Context: an optimization exercise on an open-source flow, tuned for small area and a short achievable clock period. The choices shown serve that exercise and are no tape-out recipe. In this exercise RTL edits were held to simulation tests only and were not proved equivalent to the original. Power is estimated from default activity; no workload was simulated.

## flow/config.mk

```make
export PLATFORM = sky130hd
export DESIGN_NAME = md4_stream_driver
export DESIGN_NICKNAME = md4_stream_driver
export VERILOG_FILES = /design/flow/design.v
export SDC_FILE = /design/flow/constraint.sdc
export NUM_CORES = 4
export LEC_CHECK = 0
export CAP_MARGIN = 20
export CORE_MARGIN = 2
export CORE_UTILIZATION = 40
export SLEW_MARGIN = 20
```

## flow/constraint.sdc

```tcl
create_clock -name core_clock -period 5.5 [get_ports {CLK}]
set_input_delay 1.1000 -clock core_clock [delete_from_list [all_inputs] [get_ports {CLK}]]
set_output_delay 1.1000 -clock core_clock [all_outputs]
set_load 0.01 [all_outputs]
```

## flow/design.v

```verilog
`timescale 1ns/1ps
module md4_stream_driver #(
  parameter int unsigned MSG_DEPTH  = 256,
  parameter int unsigned ADDR_W     = 8,
  parameter int unsigned SIZE_W     = 64,
  parameter int unsigned HASH_BYTES = 16
) (
  input  logic                    CLK,
  input  logic                    RESET_N,
  input  logic                    WR_EN,
  input  logic [ADDR_W-1:0]       WR_ADDR,
  input  logic [7:0]              WR_DATA,
  input  logic [SIZE_W-1:0]       MSG_LEN,
  input  logic                    START,
  output logic                    BUSY,
  output logic                    DONE,
  output logic                    ERROR,
  output logic [8*HASH_BYTES-1:0] DIGEST,
  output logic                    HC_START,
  input  logic                    HC_BUSY,
  input  logic                    HC_DONE,
  output logic [SIZE_W-1:0]       HC_SIZE,
  output logic [7:0]              HC_IN_BYTE,
  output logic                    HC_IN_EMPTY,
  input  logic                    HC_IN_READ,
  input  logic [7:0]              HC_OUT_BYTE,
  output logic                    HC_OUT_FULL,
  input  logic                    HC_OUT_WRITE
);
  logic [7:0]  r_buf [256];
  logic        r_busy;
  logic        r_done;
  logic        r_error;
  logic [8:0]  r_len;         
  logic [8:0]  r_rem;         
  logic [7:0]  r_addr;        
  logic [7:0]  r_byte;        
  logic [7:0]  r_next;        
  logic        r_empty;
  logic [4:0]  r_cnt;         
  logic [7:0]  r_dig [16];
  logic w_unused_hc_busy;
  assign w_unused_hc_busy = HC_BUSY;
  wire idle     = !r_busy && !r_done;
  wire len_ok   = (MSG_LEN[63:9] == '0) && (!MSG_LEN[8] || (MSG_LEN[7:0] == '0));
  wire start_ok = idle && START && len_ok;
  wire rd_ok    = r_busy && HC_IN_READ && !r_empty;
  wire wr_ok    = r_busy && HC_OUT_WRITE && !r_cnt[4];
  wire cnt16_n  = r_cnt[4] || (HC_OUT_WRITE && (r_cnt[3:0] == 4'd15));
  assign BUSY        = r_busy;
  assign HC_START    = r_busy;
  assign DONE        = r_done;
  assign ERROR       = r_error;
  assign HC_SIZE     = {55'd0, r_len};
  assign HC_IN_BYTE  = r_byte;
  assign HC_IN_EMPTY = r_empty;
  assign HC_OUT_FULL = !r_busy || r_cnt[4];
  genvar g;
  generate
    for (g = 0; g < 16; g++) begin : g_dig
      assign DIGEST[127-8*g -: 8] = (r_cnt > 5'(g)) ? r_dig[g] : 8'd0;
    end
  endgenerate
  always_ff @(posedge CLK) begin
    if (idle && WR_EN) r_buf[WR_ADDR] <= WR_DATA;
  end
  logic [15:0] w_hi, w_lo;
  logic [7:0]  w_rd;
  always_comb begin
    w_hi = '0;
    w_lo = '0;
    w_hi[r_addr[7:4]] = 1'b1;
    w_lo[r_addr[3:0]] = 1'b1;
    w_rd = '0;
    for (int h = 0; h < 16; h++) begin
      logic [7:0] grp;
      grp = '0;
      for (int l = 0; l < 16; l++) grp = grp | ({8{w_lo[l]}} & r_buf[16*h+l]);
      w_rd = w_rd | ({8{w_hi[h]}} & grp);
    end
  end
  always_ff @(posedge CLK) begin
    if (!r_busy) begin
      r_byte <= r_buf[0];
      r_next <= r_buf[1];
      r_addr <= 8'd2;
      r_rem  <= MSG_LEN[8:0];
    end else if (rd_ok) begin
      r_byte <= r_next;
      r_next <= w_rd;
      r_addr <= r_addr + 8'd1;
      r_rem  <= r_rem - 9'd1;
    end
  end
  always_ff @(posedge CLK) begin
    for (int k = 0; k < 16; k++) begin
      if (wr_ok && r_cnt[3:0] == 4'(k)) r_dig[k] <= HC_OUT_BYTE;
    end
  end
  always_ff @(posedge CLK) begin
    if (!RESET_N) begin
      r_busy  <= 1'b0;
      r_done  <= 1'b0;
      r_error <= 1'b0;
      r_len   <= '0;
      r_empty <= 1'b1;
      r_cnt   <= '0;
    end else begin
      r_done <= r_busy && HC_DONE;
      if (r_busy) begin
        if ((HC_IN_READ && r_empty) || (HC_OUT_WRITE && r_cnt[4]) || (HC_DONE && !cnt16_n))
          r_error <= 1'b1;
        if (wr_ok) r_cnt <= r_cnt + 5'd1;
        if (HC_DONE) begin
          r_busy  <= 1'b0;
          r_empty <= 1'b1;
        end else if (rd_ok) begin
          r_empty <= (r_rem == 9'd1);
        end
      end else if (idle && START) begin
        r_error <= !len_ok;
        if (len_ok) begin
          r_busy  <= 1'b1;
          r_len   <= MSG_LEN[8:0];
          r_empty <= (MSG_LEN[8:0] == 9'd0);
          r_cnt   <= '0;
        end
      end
    end
  end
endmodule
```

## flow/run.sh

```bash
#!/bin/bash
# synth_recipe.tcl (not shown) runs the flow's synth.tcl, then flattens the netlist and writes it again
# the make line also repeats each setting of config.mk as NAME=value (left out here)
make -C /OpenROAD-flow-scripts/flow DESIGN_CONFIG=/design/flow/config.mk WORK_HOME=/design/flow/orfs CLKGATE_MAP_FILE= SYNTH_SCRIPT=/design/flow/synth_recipe.tcl finish
```

==> results of run 1 <==
flip-flops by register name, summed over array words and instances, names as in the netlist:
signal,flops
r_cnt,5
r_dig,128
r_len,9
r_rem,9
r_buf,2048
r_error,1
r_byte,8
r_addr,8
r_done,1
r_next,8
r_busy,1
r_empty,1
where the power goes:
group          total, mW  switching [mW]  internal (mW)
sequential          18.7          0.0120           18.7
combinational      0.547           0.443          0.104
clock               15.6            6.97           8.66
total               34.9            7.43           27.4
worst max path at each step:
stage	cells after the start	end	slack [ns]
floorplan	15	r_next[6]	1.82
global placement	12	r_next[7]	0.42
detailed placement	12	r_next[7]	0.36
CTS	12	r_next[7]	0.35
global route	11	r_next[0]	0.17
finish	12	r_next[7]	-0.003
cells in the mapped netlist, types with 43 or more instances:
master	number	area share [%]
and2_1	93	0.61
buf_2	103	0.54
nor2b_1	91	0.60
a21oi_1	181	0.95
a2111oi_0	50	0.46
edfxtp_1	2201	70
a221oi_1	190	1.8
buf_4	70	0.55
mux2i_1	242	2.6
nor3_1	50	0.26
and3_1	43	0.28
a221o_1	48	0.51
clkbuf_1	295	1.2
a22oi_1	472	3.7
nand2_1	386	1.5
nor4_1	45	0.30
a22o_1	139	1.3
o22ai_1	54	0.36
buf_1	94	0.37
a31oi_1	61	0.40
nor2_1	403	1.6
mux2_2	116	1.4
a222oi_1	192	2.0
nand3_1	148	0.78
o21ai_0	141	0.74
nand4_1	111	0.73
cells by family after synthesis:
| kind of cell | after synthesis | share of synthesized area [%] |
|---|---|---|
| flip-flops | 2227 | 70.2 |
| AO/OA/AOI/OAI | 1846 | 15.1 |
| multiplexers | 358 | 3.93 |
| other | 1 | 0.00395 |
| AND/OR/NAND/NOR | 1484 | 7.63 |
| adder cells (fa/ha/maj) | 17 | 0.224 |
| XOR/XNOR | 16 | 0.156 |
| buffers and inverters | 595 | 2.80 |
stage by stage:
step / std cells / util (%) / cell area, um^2 / setup TNS, ns / hold slack [ns]
floorplan: 6598 / - / 95100 / 0 / 0.523
global placement: 10100 / 44.6 / 105000 / 0 / 0.503
detailed placement: 10100 / 44.6 / 105000 / 0 / 0.509
CTS: 10500 / 47.7 / 112000 / 0 / 0.530
global route: 10500 / 47.8 / 113000 / 0 / 0.568
finish: 10600 / 47.8 / 113000 / -0.00311 / 0.522
layout by cell type (no fill, tap or decap), drive strengths merged, types with 40 or more instances in the layout:
cell and count:
edfxtp 2201, conb 55, clkbuf 275, nor2b 91
diode 47, a221oi 190, nand3 148, a221o 48
nor3 50, a2111oi 50, a21oi 181, mux2i 242
o211ai 40, a22o 139, o21ai 143, a31oi 61
clkinv 108, nor2 403, and3 43, nor4 45
nand2 387, and2 96, o22ai 54, clkdlybuf4s50 237
mux2 116, a211oi 40, o2bb2ai 40, buf 664
nand4 111, a22oi 472, a222oi 192
layout make-up:
cell class | count | area [um^2] | area share [%]
clock buffer | 267 | 5770 | 5.12
clock inverter | 149 | 1660 | 1.47
timing repair buffer | 909 | 8100 | 7.19
sequential | 2227 | 66600 | 59.2
antenna | 47 | 118 | 0.104
tap | 3150 | 3940 | 3.50
inverter | 29 | 109 | 0.0966
multi-input combinational | 3776 | 26300 | 23.4
critical path: stages, from the launching register on:
cell and delay (ns):
dfxtp_4 0.68, o21a_2 0.52, buf_4 0.69, nor3_2 0.15, buf_12 0.28, or2_0 0.25, buf_4 0.27, a221oi_1 0.33
a31oi_1 0.47, a2111oi_0 0.91, buf_4 0.26, nand4_1 0.10, o32a_1 0.31
metal layers:
layer	track usage [%]	vias to the layer above	wire length [um]
li1	-	28100	-
met1	44.6	37300	153000
met2	50.3	8136	185000
met3	15.9	1961	76700
met4	26.2	42	38500
met5	0.516	-	538
==> impl_results.md, run 1 <==
* Status: failed layout checks
* Failed Checks: negative setup slack
* Overall power at 34.9 mW
* Synthesis-to-layout area growth at 18.7%
* Slew headroom at 11.4%
* Fraction of layout cells with a size suffix above 1 at 16.6%
* Remaining Overflow, GRT at 0
* Maximum clock insertion buffer count at 3
* RR Startpoint: r_addr[3]
* CP Launch Point: r_addr[3]
* Synth Flop Type: edfxtp_1
* CORE AREA at 0.236 mm^2
* RSZ-0062 raised after global routing: no
* Hold Path Sink: r_len[4]
* Vias in the first global route at 69400
* Fin crit period at 5.50 ns
* Critical Path Start Type: flip-flop
* CTS tree: built
* Crit path max fanout at 28
* Synth Instances at 6544
* I/O pins at 302
* Max Cap Viol at 0
* Crit Path Class: flip-flop to flip-flop
* Row count at 178
* Postcts setup bufs at 0
* Worst-path clk slew at 0.07 ns
* Seq/Total Area, Yosys at 70.2%
* Fin worst setup slack at -0.00311 ns
* R2R cell count at 12
* Worst Hold Class: flip-flop to flip-flop
* First-pass GRT wire length at 601 mm
* Pre-CTS setup slack at 0.359 ns
* Distinct cells, synth at 83
* Total CTS buffers at 223
* Post-DRT Antenna Nets at 0
* Root buffer cell: clkbuf_16
* Post-DP HPWL at 286 mm
* Leak Pwr at 35.5 nW
* Fmax at 182 MHz
* Initial core utilization at 40.3%
* Fillers at 20300
* Pwr dens at 309 mW/mm^2
* Async set or reset register ratio after synthesis at 0%
* Worst clock skew at 0.0801 ns
* Endpoint type of the worst setup path: flip-flop
* Reg2reg end: r_next[7]
* Arr. time, crit path at 6.20 ns
* Routed WL per cell at 43.0 um
* Die height at 491 um
* Worst Tran Pin Value at 1.33 ns
* PortBufs at 245
* Iteration-0 DRC Markers at 16400
* H-tree Lvls at 4
* Worst hold stages at 2
* Chip width at 491 um
* #FFs+latches synth at 2227
* Post-Syn Area per Cell at 14.5 um^2
* DR pass1 iterations at 13
* Vias per std cell at 7.15
* Clk sinks at 2227
* Worst Path Required at 6.20 ns
* Max-slew violations at 0
* Tcrit/Tclk final at 100%
* DRC violations left at 0
* RePlAce Congestion at 1.01
* Gates resized, CTS repair at 0
* Aggregate global-route resource usage at 36.2%
* Cts hold-fix bufs at 0
* Number of synthesized flops with an enable pin at 2201
* Ys Warns at 2
* Via count at 75500
* Setup violators final at 1
* Final WL at 454 mm
* Skew-Pair Late Insertion Delay at 0.94 ns
* Largest net degree at the start of global routing at 174
* Reg2reg setup slack at -0.003 ns
* Post-Syn Area at 0.0949 mm^2
* Hold Startpoint: r_len[4]
* Final net count at 7279
* Die Footprint at 0.241 mm^2
* Final Hold Vio Count at 0
* Initial antenna violation count at 55
* Worst-case vdd ir drop at 0.000358 V
==> run 2: changes to the inputs <==
--- a/flow/design.v
+++ b/flow/design.v
@@ -66,4 +66,6 @@
   end
-  logic [15:0] w_hi, w_lo;
-  logic [7:0]  w_rd;
+  logic [15:0]  w_hi, w_lo;
+  logic [255:0] w_sel;
+  logic [7:0]   w_grp_n [86];
+  logic [7:0]   w_rd;
   always_comb begin
@@ -73,9 +75,18 @@
     w_lo[r_addr[3:0]] = 1'b1;
+    for (int i = 0; i < 256; i++) w_sel[i] = w_hi[i / 16] && w_lo[i % 16];
+  end
+  generate
+    for (g = 0; g < 85; g++) begin : g_rd
+      md4_rd_aoi3 u_aoi (
+        .d0(r_buf[3*g]),   .s0(w_sel[3*g]),
+        .d1(r_buf[3*g+1]), .s1(w_sel[3*g+1]),
+        .d2(r_buf[3*g+2]), .s2(w_sel[3*g+2]),
+        .yn(w_grp_n[g])
+      );
+    end
+  endgenerate
+  assign w_grp_n[85] = ~(r_buf[255] & {8{w_sel[255]}});
+  always_comb begin
     w_rd = '0;
-    for (int h = 0; h < 16; h++) begin
-      logic [7:0] grp;
-      grp = '0;
-      for (int l = 0; l < 16; l++) grp = grp | ({8{w_lo[l]}} & r_buf[16*h+l]);
-      w_rd = w_rd | ({8{w_hi[h]}} & grp);
-    end
+    for (int i = 0; i < 86; i++) w_rd = w_rd | ~w_grp_n[i];
   end
@@ -131 +142,12 @@
 endmodule
+module md4_rd_aoi3 (
+  input  logic [7:0] d0,
+  input  logic [7:0] d1,
+  input  logic [7:0] d2,
+  input  logic       s0,
+  input  logic       s1,
+  input  logic       s2,
+  output logic [7:0] yn
+);
+  assign yn = ~(({8{s0}} & d0) | ({8{s1}} & d1) | ({8{s2}} & d2));
+endmodule
--- a/flow/config.mk
+++ b/flow/config.mk
@@ -11 +11,2 @@
 export SLEW_MARGIN = 20
+export SYNTH_HIERARCHICAL = 1
==> impl_results.md, run 2 <==
* Post-Syn Area at 0.0818 mm^2
* Root buffer cell: clkbuf_16
* Regs by FF count: r_buf x2048, r_dig x128
* First-pass GRT wire length at 321 mm
* Vias per std cell at 6.10
* Synth Instances at 4510
* Crit Path Class: flip-flop to flip-flop
* Pwr dens at 352 mW/mm^2
* Number of synthesized flops with an enable pin at 2201
* Most flops, register: r_buf
* Skew-Pair Late Insertion Delay at 0.86 ns
* Worst-path clk slew at 0.06 ns
* Endpoint type of the worst setup path: flip-flop
* Commonest cells after routing, fill and taps aside: edfxtp_1 (2201), a222oi_1 (680), nor2_1 (544), clkdlybuf4s50_1 (237), clkbuf_16 (212)
* Worst-case vdd ir drop at 0.000330 V
* Arr. time, crit path at 5.78 ns
* Fmax at 193 MHz
* Sequential cell area at 0.0666 mm^2
* I/O pins at 302
* Max Cap Viol at 0
* Initial core utilization at 40.4%
* Setup violators final at 0
* Ys Warns at 11
* Critical Path Start Type: flip-flop
* Worst Hold Class: flip-flop to flip-flop
* Placed Cells incl. Taps at 7292
* Maximum clock insertion buffer count at 3
* Remaining Overflow, GRT at 0
* Gates resized, CTS repair at 0
* CP Cell Sequence: inv_1 > ha_1 > nand3b_1 > o41ai_4 > nand2_2 > nor2_1 > a222oi_1 > nand4_1 > nor4_1 > buf_4 > nand4_1 > nor4_1 > buf_4 > a21oi_1
* Slew headroom at 22.5%
* Final WL at 227 mm
* RSZ-0062 raised after global routing: no
* CORE AREA at 0.203 mm^2
* Chip width at 456 um
* Setup_tns at 0 ns
* Most common cell after layout, fill and taps aside: edfxtp_1
* Vias in the first global route at 45100
* CP peak stage delay at 0.63 ns
* Status: timing/DRC/antenna clean
* Worst Path Required at 6.11 ns
* Distinct cells, synth at 62
* Finished Layout Cells at 7693
* Cts hold-fix bufs at 0
* Fin crit period at 5.17 ns
* Row count at 165
* Critical path buffers and inverters at 3
* CP max-delay cell: nand2_2
* Largest net degree at the start of global routing at 145
* Postcts setup bufs at 0
* Seq/Total Area, Yosys at 81.4%
* Top post-synthesis cells by area: edfxtp_1 (81%), a222oi_1 (8.3%), nor2_1 (2.5%), nand4_1 (1.5%), clkbuf_2 (1.0%)
* Total CTS buffers at 211
* PortBufs at 245
* Via count at 47000
* Worst clock skew at 0.0478 ns
* Initial antenna violation count at 13
* Synthesis-to-layout area growth at 14.7%
* Aggregate global-route resource usage at 21.0%
* CP top delay family: simple AND/OR/NAND/NOR gates
* Worst Tran Pin Value at 1.16 ns
* CTS tree: built
* DR pass1 iterations at 12
* Post-DRT Antenna Nets at 0
* RePlAce Congestion at 0.870
* Area occupied by multi-input gates at 0.0136 mm^2
* Synth Flop Type: edfxtp_1
* Max reg flops at 2048
* Reg2reg setup slack at 0.33 ns
* Clk sinks at 2227
* Fraction of layout cells with a size suffix above 1 at 9.17%
* Post-DP HPWL at 144 mm
* Tcrit/Tclk final at 94.1%
* Crit path max fanout at 10
* DRC violations left at 0
* #FFs+latches synth at 2227
* Max-slew violations at 0
* Fillers at 17100
* Leak Pwr at 28.6 nW
* Final Hold Vio Count at 0
* Async set or reset register ratio after synthesis at 0%
* Routed WL per cell at 29.5 um
* Final net count at 4946
* Die height at 456 um
* Most frequent cells after synthesis: edfxtp_1 (2201), a222oi_1 (680), nor2_1 (544)
* Synth top area share at 80.8%
* Die Footprint at 0.208 mm^2
* Iteration-0 DRC Markers at 8169
* Post-Syn Area per Cell at 18.1 um^2
* Dominant cell type by area after synthesis: edfxtp_1
* Most frequent cell after synthesis: edfxtp_1
* H-tree Lvls at 4
run 2: final timing paths:
kind | depth (start not counted) | end | start
worst min-delay path | 2 | r_len[7] | r_len[7]
worst max-delay path | 14 | r_next[6] | r_addr[0]
worst max register to register | 14 | r_next[6] | r_addr[0]
worst min register to register | 2 | r_len[7] | r_len[7]
run 2: cell type report:
class	instances	share of cell area (%)
Antenna cell	7	0.0187
Sequential cell	2227	71.0
Clock inverter	128	1.07
Tap cell	2672	3.56
Inverter	13	0.0520
Timing Repair Buffer	378	3.87
Multi-Input combinational cell	2002	14.5
Clock buffer	266	5.90
run 2: worst reg2reg max path: cells and delay by family (launching register included):
kind | cells | cell delay [ns]
buf+inv | 3 | 0.52
flops | 1 | 0.62
simple gates | 7 | 2.58
compound gates | 3 | 0.80
fa+ha+maj | 1 | 0.40
run 2: logic make-up (layout without fill, tap and decap cells):
kind of cell / Yosys count / count (layout) / share of synthesized area (%)
compound gates: 741 / 741 / 8.80
other cells: 1 / 62 / 0.00458
buf+inv: 335 / 785 / 2.21
xor+xnor: 13 / 13 / 0.139
mux: 18 / 18 / 0.232
fa+ha+maj: 17 / 17 / 0.260
simple gates: 1158 / 1158 / 6.92
flops: 2227 / 2227 / 81.4
run 2: routing by layer:
| metal | vias up | GRT usage, % | wire length, um |
|---|---|---|---|
| met5 | - | 0 | 0 |
| met4 | 0 | 7.51 | 7740 |
| met3 | 393 | 3.76 | 20800 |
| met2 | 2722 | 34.3 | 110000 |
| met1 | 24000 | 28.3 | 88600 |
| li1 | 19800 | - | - |
run 2: stage by stage:
stage                     hold slack [ns]  worst slack [ns]  total power [mW]  util (%)  instance area, um^2
final                               0.459             0.327              33.1      46.3                93800
after global routing                0.491            0.0682              33.9      46.3                93800
after CTS                           0.461             0.272              33.2      46.3                93800
after detailed placement            0.453             0.285              19.6      43.0                87200
after global placement              0.447             0.367              19.6      43.0                87200
after floorplan                     0.482              2.24              19.2         -                82000
run 2: modules after synthesis, one instance, submodules excluded:
module | area, um^2 | copies in the design | cells
md4_rd_aoi3 | 90.1 | 85 | 10
md4_stream_driver | 74100 | 1 | 3660
run 2: power breakdown:
part | switching, mW | total (mW) | internal (mW)
sequential | 0.0118 | 18.7 | 18.7
clock | 6.26 | 13.8 | 7.58
combinational | 0.431 | 0.529 | 0.0983

[separate check: timing with driven ports]
In the flow no input, the clock included, has a driving cell. The finished layouts below were timed again as built, in two steps.
Step 1 sets driving cells, clkbuf_16 on the clock port and buf_2 on the other inputs (assumed; they add their load-dependent delay and slew).
Step 2, shift: input delay + t, output delay - t, t = (earliest + latest rising clock arrival at the registers) / 2. This alone moves slack from input paths to output paths.
Three values: ideal, step 1, step 2; two values: the first two.
run | t, ns | setup WS [ns] | worst setup path at the end | cell pins on the clock port's net
run 1 | 1.000 | -0.003 / -0.003 / -0.003 | register to register | 1
run 2 | 0.923 | 0.327 / 0.327 / 0.327 | register to register | 1
